This is an optimization exercise on Yosys and OpenROAD, whose aim is a short achievable clock period and few clock cycles, not a production implementation. In this exercise RTL edits were held to simulation tests only and were not proved equivalent to the original. No activity file was given, so power comes from the tool's default toggle rates.

// processor
module processor #(
    parameter logic [31:0] reset_pc = '0
) (
    input  wire      clock,
    input  wire      rst,
    output isa_pkg::word_t    address_imem,
    input  isa_pkg::word_t    q_imem,
    output isa_pkg::word_t    address_dmem,
    output isa_pkg::word_t    data,
    output logic     wren,
    input  isa_pkg::word_t    q_dmem,
    output logic     ctrl_write_enable,
    output isa_pkg::reg_idx_t ctrl_write_reg,
    output isa_pkg::reg_idx_t ctrl_read_reg_a,
    output isa_pkg::reg_idx_t ctrl_read_reg_b,
    output isa_pkg::word_t    data_write_reg,
    input  isa_pkg::word_t    data_read_reg_a,
    input  isa_pkg::word_t    data_read_reg_b
);
Size: ~4300 cells after synthesis, about 330 flip-flops, ~280 I/O pins.
Settings: LEC_CHECK=0, CAP_MARGIN=20, CORE_MARGIN=2, CORE_UTILIZATION=40, PLACE_DENSITY=0.6, SETUP_SLACK_MARGIN=4.0, SLEW_MARGIN=20, TNS_END_PERCENT=100; clock period 5.8 ns.
standard.sh (not shown) runs the stock make flow with config.mk's settings and CLKGATE_MAP_FILE= SYNTH_SCRIPT=/design/flow/synth_recipe.tcl, a recipe that flattens the netlist after the stock synthesis.
==> flow/flow/run.sh <==
#!/bin/bash
# Standard layout with two changes to synthesis: no adder-cell mapping step
# (ADDER_MAP_FILE empty), and ABC maps with flow/speed.abc, a depth-oriented
# script, so that the prefix adders in the RTL keep their short depth.
# Ports are buffered with buf_4 cells (the placer's default pick was a delay
# buffer, which the footprint-matched resizing could not replace).
set -euo pipefail
HERE=$(pwd)
cat flow/abc_override.tcl synth_recipe.tcl > my_synth.tcl
sed "s#SYNTH_SCRIPT=[^ ]*#SYNTH_SCRIPT=$HERE/my_synth.tcl#" standard.sh > my_standard.sh
export MY_ABC_SCRIPT=$HERE/flow/speed.abc
export ADDER_MAP_FILE=
export BUFFER_PORTS_ARGS="-buffer_cell sky130_fd_sc_hd__buf_4"
bash my_standard.sh > orfs_make.log 2>&1
==> flow/flow/abc_override.tcl <==
# Technology mapping with our own ABC script (flow/speed.abc) instead of the
# platform's; everything else in synthesis is the standard script's.
proc abc {args} {
  set i [lsearch -exact $args -script]
  if { $i >= 0 } { lset args [expr { $i + 1 }] $::env(MY_ABC_SCRIPT) }
  puts "abc with our script: $args"
  yosys abc {*}$args
}
==> flow/flow/speed.abc <==
strash
&get -n
&st
&if -g
&st
&put
dch -f
map {D}
buffer -c
upsize -c {D}
dnsize -c {D}
stime -p
Testbench counts at the start, summed over its fixed seeds: cycles 158,071.
==> next run, changes <==
--- a/flow/design.v
+++ b/flow/design.v
@@ -479,24 +479,23 @@
     logic [31:0] r_alt;          
     logic [4:0]  x_rd;
     logic [4:0]  x_rs;
     logic [4:0]  x_rb;
     logic [4:0]  x_shamt;
     logic [31:0] x_imm;
     logic        x_we_d;         
     logic        x_use_imm;      
     logic        x_sub;
     logic        x_sel_sum, x_sel_and, x_sel_or, x_sel_sll, x_sel_sra;
     logic        x_lw_d, x_sw_d, x_bne_d, x_blt_d;
-    logic        x_addi_we;      
-    logic [31:0] x_negimm;       
+    logic        x_addi_rf;      
     logic        x_pred;         
     logic [31:0] x_pc1;          
     logic [31:0] x_target;       
     logic [BHT_BITS-1:0] x_bidx;
     logic        x_bne_pt, x_bne_pn, x_blt_pt, x_blt_pn;    
     logic        x_fa_alu, x_fa_ld, x_fb_alu, x_fb_ld;
     assign ctrl_read_reg_a = x_rs;
     assign ctrl_read_reg_b = x_rb;
     logic        m_we;
     logic        m_load;
     logic        m_store;
@@ -520,25 +519,24 @@
                       ({32{x_sel_and}} & (src_a & src_b)) |
                       ({32{x_sel_or}}  & (src_a | src_b)) |
                       ({32{x_sel_sll}} & shl) |
                       ({32{x_sel_sra}} & sra);
     logic x_ne, x_lt, x_mispredict, x_we;
     assign x_ne = (src_b != src_a);
     slt32 u_lt (.a (src_b), .b (src_a), .lt (x_lt));
     logic x_taken;
     assign x_taken      = (x_bne_d && x_ne) || (x_blt_d && x_lt);
     assign x_mispredict = x_live && ((x_bne_pt && !x_ne) || (x_bne_pn && x_ne) ||
                                       (x_blt_pt && !x_lt) || (x_blt_pn && x_lt));
-    assign f_early_ok = f_is_bne && x_live && x_addi_we && !x_fa_alu && !x_fa_ld &&
-                        (((f_rd == x_rd) && (f_rs == 5'd0)) || ((f_rs == x_rd) && (f_rd == 5'd0)));
-    assign f_early_ne = (data_read_reg_a != x_negimm);     
+    assign f_early_ok = f_is_bne && x_live && x_addi_rf && (f_rd == x_rd) && (f_rs == 5'd0);
+    assign f_early_ne = |((data_read_reg_a ^ x_imm) ^ {(data_read_reg_a[30:0] | x_imm[30:0]), 1'b0});
     assign f_pred_taken = f_is_branch && f_short && (f_early_ok ? f_early_ne : bht[f_bidx][1]);
     ks_add #(.W(32)) u_xtgt (
         .a (x_pc1), .b (x_imm), .cin (1'b0), .sum (x_target), .cout ()
     );
     assign x_we   = x_live && x_we_d;
     assign x_live = x_valid && !r_redirect;
     always_ff @(posedge clock) begin
         if (rst) begin
             pc      <= reset_pc;
             x_valid <= 1'b0;
         end else if (r_redirect) begin
@@ -547,24 +545,23 @@
         end else begin
             pc      <= f_next;
             x_valid <= 1'b1;
         end
     end
     always_ff @(posedge clock) begin
         x_rd      <= f_rd;
         x_rs      <= f_rs;
         x_rb      <= f_rb;
         x_shamt   <= q_imem[11:7];
         x_imm     <= {{15{q_imem[16]}}, q_imem[16:0]};
-        x_addi_we <= f_is_addi && (f_rd != 5'd0);
-        x_negimm  <= inc32(~{{15{q_imem[16]}}, q_imem[16:0]});
+        x_addi_rf <= f_is_addi && (f_rd != 5'd0) && !(x_we && (x_rd == f_rs));
         x_pred    <= f_pred_taken;
         x_pc1     <= pc_plus1;
         x_bidx    <= f_bidx;
         x_bne_pt  <= f_is_bne &&  f_pred_taken;
         x_bne_pn  <= f_is_bne && !f_pred_taken;
         x_blt_pt  <= f_is_blt &&  f_pred_taken;
         x_blt_pn  <= f_is_blt && !f_pred_taken;
         x_we_d    <= f_we;
         x_use_imm <= f_is_addi || f_is_lw || f_is_sw;
         x_sub     <= f_is_r && (f_aop == isa_pkg::alu_sub);
         x_sel_sum <= f_is_addi || f_is_lw || f_is_sw ||
Effect: Worst hold slack got worse by 0.0050 ns. Final area shrinks by about 1.8%. Global-route usage grows by 5.7 points. Synthesized cell count shrinks by 0.76%. Clock skew grows by 0.0078 ns. Power shrinks by 0.53%. Wire length grows by about 11%. Final cell count stays flat. Sequential share of layout area shrinks by 0.49 points. Count of clock-buffer cells in the layout shrinks by 3.
Testbench counts after the change, summed over its fixed seeds: cycles 158,071.

* * *

the previous run:
Another version of the RTL of processor (not shown whole).
For scale: roughly 2300 cells after synthesis, roughly 280 I/O pins, about 0.017 mm² of cells after synthesis.
clock: 5.8 ns
lec_check: 0
cap_margin: 20
core_margin: 2
core_utilization: 40
place_density: 0.6
setup_slack_margin: 4.0
slew_margin: 20
tns_end_percent: 100
==> flow/flow/run.sh <==
#!/bin/bash
# Standard layout with two changes to synthesis: no adder-cell mapping step
# (ADDER_MAP_FILE empty), and ABC maps with flow/speed.abc, a depth-oriented
# script, so that the prefix adders in the RTL keep their short depth.
set -euo pipefail
HERE=$(pwd)
cat flow/abc_override.tcl synth_recipe.tcl > my_synth.tcl
sed "s#SYNTH_SCRIPT=[^ ]*#SYNTH_SCRIPT=$HERE/my_synth.tcl#" standard.sh > my_standard.sh
export MY_ABC_SCRIPT=$HERE/flow/speed.abc
export ADDER_MAP_FILE=
bash my_standard.sh > orfs_make.log 2>&1
==> flow/flow/speed.abc <==
strash
balance
&get -n
&dch -f
&nf {D}
&put
buffer -c
upsize -c {D}
dnsize -c {D}
stime -p
Scripts as last shown in full above: flow/flow/abc_override.tcl
Testbench counts of the previous run, summed over its fixed seeds: cycles 162,081.
Modified inputs, the current run compared to the previous run
--- a/flow/design.v
+++ b/flow/design.v
@@ -456,29 +456,41 @@
             2'b01:   f_tgt_hi = pc_hi_inc;
             2'b10:   f_tgt_hi = pc_hi_dec;
             default: f_tgt_hi = pc[31:17];
         endcase
     end
     assign f_target = {f_tgt_hi, f_tgt_lo[16:0]};
+    localparam int BHT_BITS = 6;
+    logic [1:0]          bht [0:(1 << BHT_BITS) - 1];
+    logic [BHT_BITS-1:0] f_bidx;
+    logic                f_early_ok;     
+    logic                f_early_ne;     
+    logic                f_pred_taken;
+    assign f_bidx = pc[BHT_BITS-1:0];
     always_comb begin
-        if (f_is_jump)        f_next = {5'b0, q_imem[26:0]};
-        else if (f_is_branch) f_next = f_target;       
-        else                  f_next = pc_plus1;
+        if (f_is_jump)         f_next = {5'b0, q_imem[26:0]};
+        else if (f_pred_taken) f_next = f_target;
+        else                   f_next = pc_plus1;
     end
     logic        x_valid;
     logic [4:0]  x_rd;
     logic [4:0]  x_rs;
     logic [4:0]  x_rb;
     logic [4:0]  x_shamt;
     logic [31:0] x_imm;
-    logic [31:0] x_pc1;
     logic        x_we_d;         
     logic        x_use_imm;      
     logic        x_sub;
     logic        x_sel_sum, x_sel_and, x_sel_or, x_sel_sll, x_sel_sra;
     logic        x_lw_d, x_sw_d, x_bne_d, x_blt_d;
+    logic        x_addi_we;      
+    logic [31:0] x_negimm;       
+    logic        x_pred;         
+    logic [31:0] x_alt;          
+    logic [BHT_BITS-1:0] x_bidx;
+    logic        x_bne_pt, x_bne_pn, x_blt_pt, x_blt_pn;    
     logic        x_fa_alu, x_fa_ld, x_fb_alu, x_fb_ld;
     assign ctrl_read_reg_a = x_rs;
     assign ctrl_read_reg_b = x_rb;
     logic        m_we;
     logic        m_load;
     logic        m_store;
@@ -503,33 +515,48 @@
                       ({32{x_sel_or}}  & (src_a | src_b)) |
                       ({32{x_sel_sll}} & shl) |
                       ({32{x_sel_sra}} & sra);
     logic x_ne, x_lt, x_mispredict, x_we;
     assign x_ne = (src_b != src_a);
     slt32 u_lt (.a (src_b), .b (src_a), .lt (x_lt));
-    assign x_mispredict = x_valid && ((x_bne_d && !x_ne) || (x_blt_d && !x_lt));
+    logic x_taken;
+    assign x_taken      = (x_bne_d && x_ne) || (x_blt_d && x_lt);
+    assign x_mispredict = x_valid && ((x_bne_pt && !x_ne) || (x_bne_pn && x_ne) ||
+                                      (x_blt_pt && !x_lt) || (x_blt_pn && x_lt));
+    assign f_early_ok = f_is_bne && x_valid && x_addi_we &&
+                        (((f_rd == x_rd) && (f_rs == 5'd0)) || ((f_rs == x_rd) && (f_rd == 5'd0)));
+    assign f_early_ne = (src_a != x_negimm);
+    assign f_pred_taken = f_is_branch && (f_early_ok ? f_early_ne : bht[f_bidx][1]);
     assign x_we = x_valid && x_we_d;
     always_ff @(posedge clock) begin
         if (rst) begin
             pc      <= reset_pc;
             x_valid <= 1'b0;
         end else if (x_mispredict) begin
-            pc      <= x_pc1;
+            pc      <= x_alt;
             x_valid <= 1'b0;
         end else begin
             pc      <= f_next;
             x_valid <= 1'b1;
         end
     end
     always_ff @(posedge clock) begin
         x_rd      <= f_rd;
         x_rs      <= f_rs;
         x_rb      <= f_rb;
         x_shamt   <= q_imem[11:7];
         x_imm     <= {{15{q_imem[16]}}, q_imem[16:0]};
-        x_pc1     <= pc_plus1;
+        x_addi_we <= f_is_addi && (f_rd != 5'd0);
+        x_negimm  <= inc32(~{{15{q_imem[16]}}, q_imem[16:0]});
+        x_pred    <= f_pred_taken;
+        x_alt     <= f_pred_taken ? pc_plus1 : f_target;
+        x_bidx    <= f_bidx;
+        x_bne_pt  <= f_is_bne &&  f_pred_taken;
+        x_bne_pn  <= f_is_bne && !f_pred_taken;
+        x_blt_pt  <= f_is_blt &&  f_pred_taken;
+        x_blt_pn  <= f_is_blt && !f_pred_taken;
         x_we_d    <= f_we;
         x_use_imm <= f_is_addi || f_is_lw || f_is_sw;
         x_sub     <= f_is_r && (f_aop == isa_pkg::alu_sub);
         x_sel_sum <= f_is_addi || f_is_lw || f_is_sw ||
                      (f_is_r && ((f_aop == isa_pkg::alu_add) || (f_aop == isa_pkg::alu_sub)));
         x_sel_and <= f_is_r && (f_aop == isa_pkg::alu_and);
@@ -542,12 +569,29 @@
         x_blt_d   <= f_is_blt;
         x_fa_alu  <= x_we && !x_lw_d && (x_rd == f_rs);
         x_fa_ld   <= x_we &&  x_lw_d && (x_rd == f_rs);
         x_fb_alu  <= x_we && !x_lw_d && (x_rd == f_rb);
         x_fb_ld   <= x_we &&  x_lw_d && (x_rd == f_rb);
     end
+    logic                m_bvalid;
+    logic                m_btaken;
+    logic [BHT_BITS-1:0] m_bidx;
+    always_ff @(posedge clock) begin
+        if (rst) m_bvalid <= 1'b0;
+        else     m_bvalid <= x_valid && (x_bne_d || x_blt_d);
+        m_btaken <= x_taken;
+        m_bidx   <= x_bidx;
+    end
+    always_ff @(posedge clock) begin
+        if (rst) begin
+            for (int i = 0; i < (1 << BHT_BITS); i++) bht[i] <= 2'b10;
+        end else if (m_bvalid) begin
+            if (m_btaken && (bht[m_bidx] != 2'b11))       bht[m_bidx] <= bht[m_bidx] + 2'd1;
+            else if (!m_btaken && (bht[m_bidx] != 2'b00)) bht[m_bidx] <= bht[m_bidx] - 2'd1;
+        end
+    end
     always_ff @(posedge clock) begin
         if (rst) begin
             m_we    <= 1'b0;
             m_load  <= 1'b0;
             m_store <= 1'b0;
             w_we    <= 1'b0;
## What came out
- The current run ran to completion and came out clean on the timing, DRC and antenna checks.
- Between the previous run and the current run, clock-buffer cell count is higher for the current run, the previous run comes in under that.
- The run showing the smaller number of nets in the finished design is the previous run.
- Wire length of the first global-routing pass, the previous run and the current run: lower on the previous run
- The current run: critical path depth higher than the previous run
- On clock share of power, the previous run tracks the current run almost exactly.
- Diff the previous run -> the current run | total design power | up by more than half
- Of the two values seen for launch point of the worst path, x_fa_ld was produced by the current run and x_use_imm by the previous run.
Testbench counts of the current run, summed over its fixed seeds: cycles 155,958.

-- re-timing with driven ports --
No port has a modelled driver above. Below, the same layouts with a new extraction and two added sets of constraints.
Step 1 (the two cells are an assumption about what drives the block):
set clk [get_ports {clock}]
set_driving_cell -lib_cell sky130_fd_sc_hd__clkbuf_16 $clk
set_driving_cell -lib_cell sky130_fd_sc_hd__buf_2 [delete_from_list [all_inputs] $clk]
Step 2 adds t to the input delays and takes it off the output delays; t is the mean of the earliest and latest rising clock arrival at the registers after step 1. Input paths then give back, and output paths get back, about the clock's delay inside the block.
a / b / c = ideal / step 1 / step 2; a / b = the first two.
run	shift t [ns]	setup WS [ns]	hold WS [ns]
the first run of note 1	0.684	2.826 / 2.826 / 2.280	0.330 / 0.330 / 0.330
the second run of note 1	0.714	1.863 / 1.863 / 1.332	0.326 / 0.326 / 0.326
the previous run	0.652	2.314 / 2.314 / 1.710	0.328 / 0.328 / 0.328
the current run	0.676	1.651 / 1.651 / 1.045	0.328 / 0.328 / 0.328
After both steps setup and hold are still met in every run listed. For the current run, which loses most, drivers alone change the setup slack by 0.000 ns; drivers and shift together by -0.606 ns.
